From an optimization exercise on the open Yosys and OpenROAD flow, aimed at small area and a short achievable clock period; shortcuts taken in it are not production practice.
Function was checked by simulation only, so behaviour that the tests miss may differ from the original.
Power is estimated from default activity; no workload was simulated.

==> design.v <==
package rv_front_pkg;
    typedef enum logic [6:0] {
        OPCODE_RTYPE  = 7'b0110011,  
        OPCODE_ITYPE  = 7'b0010011,  
        OPCODE_LOAD   = 7'b0000011,
        OPCODE_STORE  = 7'b0100011,
        OPCODE_BRANCH = 7'b1100011,  
        OPCODE_JAL    = 7'b1101111,
        OPCODE_JALR   = 7'b1100111,
        OPCODE_LUI    = 7'b0110111,  
        OPCODE_AUIPC  = 7'b0010111   
    } opcode_e;
    localparam logic [2:0] FUNCT3_SLL     = 3'b001;
    localparam logic [2:0] FUNCT3_SRL_SRA = 3'b101;  
    localparam int REG_COUNT  = 32;                   
    localparam int REG_ADDR_W = $clog2(REG_COUNT);    
endpackage
module rv_front_top #(
    parameter int                DWIDTH     = 32,
    parameter int                AWIDTH     = 32,
    parameter logic [AWIDTH-1:0] RESET_PC   = '0,
    parameter int                IMEM_DEPTH = 64
)(
    input  logic                                clk,
    input  logic                                rst_n_i,
    input  logic                                imem_we_i,
    input  logic [$clog2(IMEM_DEPTH)-1:0]       imem_waddr_i,
    input  logic [DWIDTH-1:0]                   imem_wdata_i,
    input  logic                                stall_i,
    input  logic                                redirect_i,
    input  logic [AWIDTH-1:0]                   redirect_target_i,
    input  logic                                wb_en_i,
    input  logic [rv_front_pkg::REG_ADDR_W-1:0] wb_rd_i,
    input  logic [DWIDTH-1:0]                   wb_data_i,
    output logic [AWIDTH-1:0]                   pc_o,
    output logic [DWIDTH-1:0]                   insn_o,
    output logic [6:0]                          opcode_o,
    output logic [rv_front_pkg::REG_ADDR_W-1:0] rd_o,
    output logic [rv_front_pkg::REG_ADDR_W-1:0] rs1_o,
    output logic [rv_front_pkg::REG_ADDR_W-1:0] rs2_o,
    output logic [6:0]                          funct7_o,
    output logic [2:0]                          funct3_o,
    output logic [4:0]                          shamt_o,
    output logic [DWIDTH-1:0]                   imm_o,
    output logic [DWIDTH-1:0]                   rs1_data_o,
    output logic [DWIDTH-1:0]                   rs2_data_o
);
    localparam int IDX_W = $clog2(IMEM_DEPTH);
    localparam int NREG  = rv_front_pkg::REG_COUNT;
    localparam int RA_W  = rv_front_pkg::REG_ADDR_W;
    logic [AWIDTH-1:0]                  pc_q;
    logic [IMEM_DEPTH-1:0][DWIDTH-1:0]  mem_q;      
    logic [DWIDTH-1:0]                  insn_q;     
    logic [RA_W-1:0]                    rs1_q;      
    logic [RA_W-1:0]                    rs2_q;      
    logic                               rs1_nz_q;   
    logic                               rs2_nz_q;   
    logic [NREG-1:1][DWIDTH-1:0]        regs_q;     
    logic [NREG-1:1]                    valid_q;    
    logic [AWIDTH-1:0] pc_next;
    always_comb begin
        if (!rst_n_i)        pc_next = RESET_PC;
        else if (redirect_i) pc_next = redirect_target_i;
        else if (stall_i)    pc_next = pc_q;
        else                 pc_next = pc_q + AWIDTH'(4);
    end
    always_ff @(posedge clk) begin
        pc_q <= pc_next;
    end
    logic [IDX_W-1:0]      ridx;
    logic [IMEM_DEPTH-1:0] rsel;      
    logic [IMEM_DEPTH-1:0] wsel;      
    logic [DWIDTH-1:0]     rword;
    logic [DWIDTH-1:0]     insn_next;
    logic                  fwd;
    assign ridx = pc_next[IDX_W+1:2];
    always_comb begin
        for (int i = 0; i < IMEM_DEPTH; i++) begin
            rsel[i] = (ridx == IDX_W'(i));
            wsel[i] = imem_we_i && (imem_waddr_i == IDX_W'(i));
        end
    end
    always_comb begin
        rword = '0;
        for (int i = 0; i < IMEM_DEPTH; i++) begin
            rword = rword | (mem_q[i] & {DWIDTH{rsel[i]}});
        end
    end
    assign fwd       = imem_we_i && (imem_waddr_i == ridx);
    assign insn_next = fwd ? imem_wdata_i : rword;
    always_ff @(posedge clk) begin
        for (int i = 0; i < IMEM_DEPTH; i++) begin
            if (wsel[i]) mem_q[i] <= imem_wdata_i;
        end
    end
    logic [6:0]      op_n;
    logic            no_rs1_n;    
    logic            no_rs2_n;    
    logic [RA_W-1:0] rs1_next;
    logic [RA_W-1:0] rs2_next;
    assign op_n = insn_next[6:0];
    always_comb begin
        no_rs1_n = (op_n == rv_front_pkg::OPCODE_LUI)   ||
                   (op_n == rv_front_pkg::OPCODE_AUIPC) ||
                   (op_n == rv_front_pkg::OPCODE_JAL);
        no_rs2_n = no_rs1_n ||
                   (op_n == rv_front_pkg::OPCODE_ITYPE) ||
                   (op_n == rv_front_pkg::OPCODE_LOAD)  ||
                   (op_n == rv_front_pkg::OPCODE_JALR);
        rs1_next = no_rs1_n ? '0 : insn_next[19:15];
        rs2_next = no_rs2_n ? '0 : insn_next[24:20];
    end
    always_ff @(posedge clk) begin
        insn_q   <= insn_next;
        rs1_q    <= rs1_next;
        rs2_q    <= rs2_next;
        rs1_nz_q <= (rs1_next != '0);
        rs2_nz_q <= (rs2_next != '0);
    end
    logic [6:0] op;
    logic       is_shift;
    assign op       = insn_q[6:0];
    assign is_shift = (insn_q[14:12] == rv_front_pkg::FUNCT3_SLL) ||
                      (insn_q[14:12] == rv_front_pkg::FUNCT3_SRL_SRA);
    assign pc_o     = pc_q;
    assign insn_o   = insn_q;
    assign opcode_o = op;
    assign rs1_o    = rs1_q;
    assign rs2_o    = rs2_q;
    always_comb begin
        rd_o     = '0;
        funct7_o = '0;
        funct3_o = '0;
        shamt_o  = '0;
        imm_o    = '0;
        case (op)
            rv_front_pkg::OPCODE_RTYPE: begin
                rd_o     = insn_q[11:7];
                funct3_o = insn_q[14:12];
                funct7_o = insn_q[31:25];
            end
            rv_front_pkg::OPCODE_ITYPE: begin
                rd_o     = insn_q[11:7];
                funct3_o = insn_q[14:12];
                if (is_shift) begin
                    funct7_o = insn_q[31:25];
                    shamt_o  = insn_q[24:20];
                end
                imm_o    = {{20{insn_q[31]}}, insn_q[31:20]};
            end
            rv_front_pkg::OPCODE_LOAD,
            rv_front_pkg::OPCODE_JALR: begin
                rd_o     = insn_q[11:7];
                funct3_o = insn_q[14:12];
                imm_o    = {{20{insn_q[31]}}, insn_q[31:20]};
            end
            rv_front_pkg::OPCODE_STORE: begin
                funct3_o = insn_q[14:12];
                imm_o    = {{20{insn_q[31]}}, insn_q[31:25], insn_q[11:7]};
            end
            rv_front_pkg::OPCODE_BRANCH: begin
                funct3_o = insn_q[14:12];
                imm_o    = {{19{insn_q[31]}}, insn_q[31], insn_q[7],
                            insn_q[30:25], insn_q[11:8], 1'b0};
            end
            rv_front_pkg::OPCODE_LUI,
            rv_front_pkg::OPCODE_AUIPC: begin
                rd_o     = insn_q[11:7];
                imm_o    = {insn_q[31:12], 12'b0};
            end
            rv_front_pkg::OPCODE_JAL: begin
                rd_o     = insn_q[11:7];
                imm_o    = {{11{insn_q[31]}}, insn_q[31], insn_q[19:12],
                            insn_q[20], insn_q[30:21], 1'b0};
            end
            default: begin
                rd_o     = insn_q[11:7];
                funct3_o = insn_q[14:12];
                funct7_o = insn_q[31:25];
                shamt_o  = insn_q[24:20];
            end
        endcase
    end
    logic [NREG-1:1] wb_sel;
    always_comb begin
        for (int i = 1; i < NREG; i++) begin
            wb_sel[i] = wb_en_i && (wb_rd_i == RA_W'(i));
        end
    end
    always_ff @(posedge clk) begin
        for (int i = 1; i < NREG; i++) begin
            if (wb_sel[i]) regs_q[i] <= wb_data_i;
        end
    end
    always_ff @(posedge clk) begin
        if (!rst_n_i) valid_q <= '0;
        else          valid_q <= valid_q | wb_sel;
    end
    logic [NREG-1:1]   sel1, sel2;
    logic [DWIDTH-1:0] rd1, rd2;
    logic              byp1, byp2;
    always_comb begin
        for (int i = 1; i < NREG; i++) begin
            sel1[i] = (rs1_q == RA_W'(i)) && valid_q[i];
            sel2[i] = (rs2_q == RA_W'(i)) && valid_q[i];
        end
        rd1 = '0;
        rd2 = '0;
        for (int i = 1; i < NREG; i++) begin
            rd1 = rd1 | (regs_q[i] & {DWIDTH{sel1[i]}});
            rd2 = rd2 | (regs_q[i] & {DWIDTH{sel2[i]}});
        end
    end
    assign byp1 = wb_en_i && rs1_nz_q && (wb_rd_i == rs1_q);
    assign byp2 = wb_en_i && rs2_nz_q && (wb_rd_i == rs2_q);
    assign rs1_data_o = byp1 ? wb_data_i : rd1;
    assign rs2_data_o = byp2 ? wb_data_i : rd2;
endmodule
==> run.sh <==
#!/bin/bash
# synth_recipe.tcl (not shown) runs the flow's synth.tcl, then flattens the netlist and writes it again
# the make line also repeats each setting of config.mk as NAME=value (left out here)
make -C /OpenROAD-flow-scripts/flow DESIGN_CONFIG=/design/flow/config.mk WORK_HOME=/design/flow/orfs CLKGATE_MAP_FILE= SYNTH_SCRIPT=/design/flow/synth_recipe.tcl finish
==> config.mk <==
export PLATFORM = sky130hd
export DESIGN_NAME = rv_front_top
export DESIGN_NICKNAME = rv_front_top
export VERILOG_FILES = /design/flow/design.v
export SDC_FILE = /design/flow/constraint.sdc
export NUM_CORES = 4
export LEC_CHECK = 0
export CAP_MARGIN = 20
export CORE_MARGIN = 2
export CORE_UTILIZATION = 45
export SETUP_SLACK_MARGIN = 0.3
export SLEW_MARGIN = 20
==> constraint.sdc <==
create_clock -name core_clock -period 8.5 [get_ports {clk}]
set_input_delay 1.7000 -clock core_clock [delete_from_list [all_inputs] [get_ports {clk}]]
set_output_delay 1.7000 -clock core_clock [all_outputs]
set_load 0.01 [all_outputs]
==> results.txt <==
[cell type report]
cell class | instances | share of cell area, %
antenna | 18 | 0.03191
clock inverter | 171 | 1.217
multi-input combinational | 3693 | 19.31
timing repair buffer | 634 | 3.900
clock buffer | 412 | 6.132
tap | 3552 | 3.149
sequential | 3147 | 66.19
inverter | 23 | 0.06914
[cell families after synthesis]
logic type               after synthesis  share of synthesized area [%]
AO/OA/AOI/OAI                       2165                          14.37
XOR/XNOR                              38                         0.2739
adder cells (fa/ha/maj)                1                        0.01030
buffers and inverters                562                          1.869
flip-flops                          3147                          76.90
multiplexers                          43                         0.3821
AND/OR/NAND/NOR                     1446                          6.199
[metal layers]
metal	vias to the layer above	global-route usage [%]	share of wire (%)
li1	32230	-	-
met1	43880	48.32	33
met2	9643	57.15	43
met3	2368	13.22	16
met4	26	22.17	7.5
met5	-	0.08663	0.038
[flip-flops by register name, indices dropped and copies added, names as in the netlist]
signal and cells:
rs2_q 5, mem_q 2048, pc_q 32, rs1_q 5
regs_q 992, rs2_nz_q 1, insn_q 32, valid_q 31
rs1_nz_q 1
[power by group]
part           internal, mW  switching, mW
combinational         0.640           1.39
sequential             17.2          0.294
clock                  8.12           6.14
[how the worst max path moves through the flow]
stage | start | to | cells after the start
floorplan | stall_i | rs1_nz_q$_DFF_P_ | 15
global placement | rst_n_i | insn_q[27]$_DFF_P_ | 14
detailed placement | rst_n_i | rs1_q[3]$_DFF_P_ | 15
CTS | rs2_q[3]$_DFF_P_ | rs2_data_o[0] | 9
global route | rs2_q[4]$_DFF_P_ | rs2_data_o[0] | 9
finish | rs2_q[3]$_DFF_P_ | rs2_data_o[0] | 9
[worst max-delay path, cell delays in order, from the launching register on]
cell             delay (ns)
dfxtp_1                0.70
nor2b_1                0.67
and3_2                 1.02
buf_4                  0.57
a22o_1                 0.22
a221oi_1               0.05
nand4_1                0.16
nor3_1                 0.06
a21oi_1                0.64
clkdlybuf4s50_1        0.68
[Yosys cell counts, drive strengths merged, types with 23 or more instances]
library cell	n	area, um^2
edfxtp	3040	91290
a22oi	851	6389
a22o	412	3608
clkbuf	410	1539
a221oi	389	3407
nor2	339	1275
nand4	248	1551
nand3	209	1046
nand2	184	690.7
nor3	159	815.8
a222oi	135	1351
buf	129	635.6
a21oi	125	625.6
dfxtp	107	2142
and3	88	550.5
nor4	62	412.9
and4	49	429.2
o21ai	33	168.9
a211oi	32	250.2
nor2b	27	168.9
and2	26	162.7
mux2i	26	272.8
xor2	26	227.7
a32oi	24	210.2
a2111oi	23	222.7
[through the flow]
stage	area [um^2]	power [mW]	utilization, %	hold WS [ns]	setup slack, ns
5_1_grt	141100	34.35	52.62	0.5101	1.171
3_3_place_gp	130600	19.75	48.71	0.4551	0.9352
4_1_cts	141100	33.66	52.61	0.4922	1.456
3_5_place_dp	130700	19.78	48.74	0.4746	1.035
2_1_floorplan	121500	18.38	-	0.4461	3.460
6_report	141100	33.79	52.63	0.5076	1.073
==> flow_summary_export.csv <==
group,metric,value,unit
run_status,status,"complete, no violations",
drt,wl_per_cell,46.09,um
die,design.die.area,0.2742,mm^2
global_route,grt_antenna_before_repair,27,
synthesis,synth_edf_count,3040,
timing,drv_slew,0,
worst_hold_path,hold_class,"register to register",
setup_path,rr_worst_depth,13,
power_and_ir_drop,p_per_area,239.4,mW/mm^2
global_route,grt_pass1_wl,712700,um
die,coreArea,0.2682,mm^2
die,rows,190,
worst_hold_path,holdPathEnd,"valid_q[3]$_SDFF_PN0_",
timing,max_freq,0.1347,GHz
synthesis,ys_seq_elements,3147,
timing,fin_crit,7.427,ns
placed_design,dp_cells,11050,
cts,clk_latency,0.92,ns
synthesis,ys_warn_count,1,
timing,hold_viol_final,0,
drt,vias,88150,
power_and_ir_drop,peakVddDrop,170.4,uV
global_route,gr-usage-all-layers,38.19,%
worst_hold_path,min_from,"valid_q[3]$_SDFF_PN0_",
setup_path,required,6.80,ns
synthesis,async_flop_share,0,%
cts,clock_sink_count,3147,
setup_path,cp-start-kind,"register",
synthesis,synth_area,0.1215,mm^2
cts,cts_buffers,324,
setup_path,path_max_fanout,19,
cells_and_area,seq_area,0.09343,mm^2
setup_path,r2r_end,"rs1_q[2]$_DFF_P_",
timing,fin_skew,0.07434,ns
die,io_pins,310,
timing,tns,0,ns
synthesis,syn_nets,7516,
global_route,grt_max_degree,77,
timing,period_share,87.37,%
drt,firstDrtPassIters,12,
cells_and_area,fillCellCount,21450,
setup_path,r2r_slack,2.53,ns
setup_path,cp.arrival,5.73,ns
synthesis,synth.avg_cell_area,16.41,um^2
flow_run,maxCapViolations,0,
timing,relSlewSlack,7.471,%
cts,cts_max_level,5,
cells_and_area,fin_cells,11650,
cts,hold_buffers,0,
cts,cts_setup_buffers,0,
global_route,grt_pass1_vias,82260,
cts,clk_pin_slew_worst_paths,0.07,ns
worst_hold_path,hold_depth,2,
drt,drtIter0Drc,21130,
synthesis,seq_area_frac_synth,76.90,%
die,die_y,523.6,um
cts,cts_buffer_depth,4,
cts,cts_tree,"yes",
setup_path,reg2reg_from,"pc_q[2]$_DFF_P_",
timing,final-setup-viol-count,0,
synthesis,netlist_instances,7402,
global_route,grt.overflow.total,0,
synthesis,ys_types,93,
cells_and_area,areaGrowthSynthToFinish,16.17,%
cells_and_area,final_nets,7937,
synthesis,synth_ff_type,"edfxtp_1",
placed_design,routabilityCongestion,0.9816,
setup_path,end_kind,"output port",
cells_and_area,layout_commonest_cell,"edfxtp_1",
die,die_w,523.6,um
cts,cts_resized,0,
drt,drc,0,
timing,rsz0062_at_grt,"no",
cells_and_area,drive_gt1_share,13.80,%
cells_and_area,multi_input_area,0.02725,mm^2
drt,postRouteAntennaNets,0,
timing,tightest_slew,1.388,ns
setup_path,critical_path_class,"register to output port",
drt,viasPerCell,7.567,
die,start_util,45.31,%
cts,root_buffer,"clkbuf_16",
placed_design,numPortBuffers,309,
placed_design,dp.final_hpwl,283700,um
drt,routed_wl,536900,um
power_and_ir_drop,leakage,44.24,nW
cells_and_area,layout_common_cells,"edfxtp_1 (3,040), a22oi_1 (851), a22o_1 (412), a221oi_1 (389), clkbuf_16 (329)",

[what the ideal ports hide]
No port has a modelled driver above. Below, the same layout with a new extraction and two added sets of constraints.
Step 1 sets driving cells, clkbuf_16 on the clock port and buf_2 on the other inputs (assumed; they add their load-dependent delay and slew).
Step 2 times the ports against the registers' clock, not the clock port: input delays grow and output delays shrink by t, the midpoint of the rising clock arrivals with the driver on.
Three values: ideal ports, drivers, drivers and shift; two values: the first two.
t, ns: 0.982
setup WS [ns]: 1.073 / 0.974 / 0.722
latest minus earliest clock arrival (ns): 0.081 / 0.081
After both steps this run still meets setup and hold. For this run, drivers alone change the setup slack by -0.099 ns; drivers and shift together by -0.351 ns.
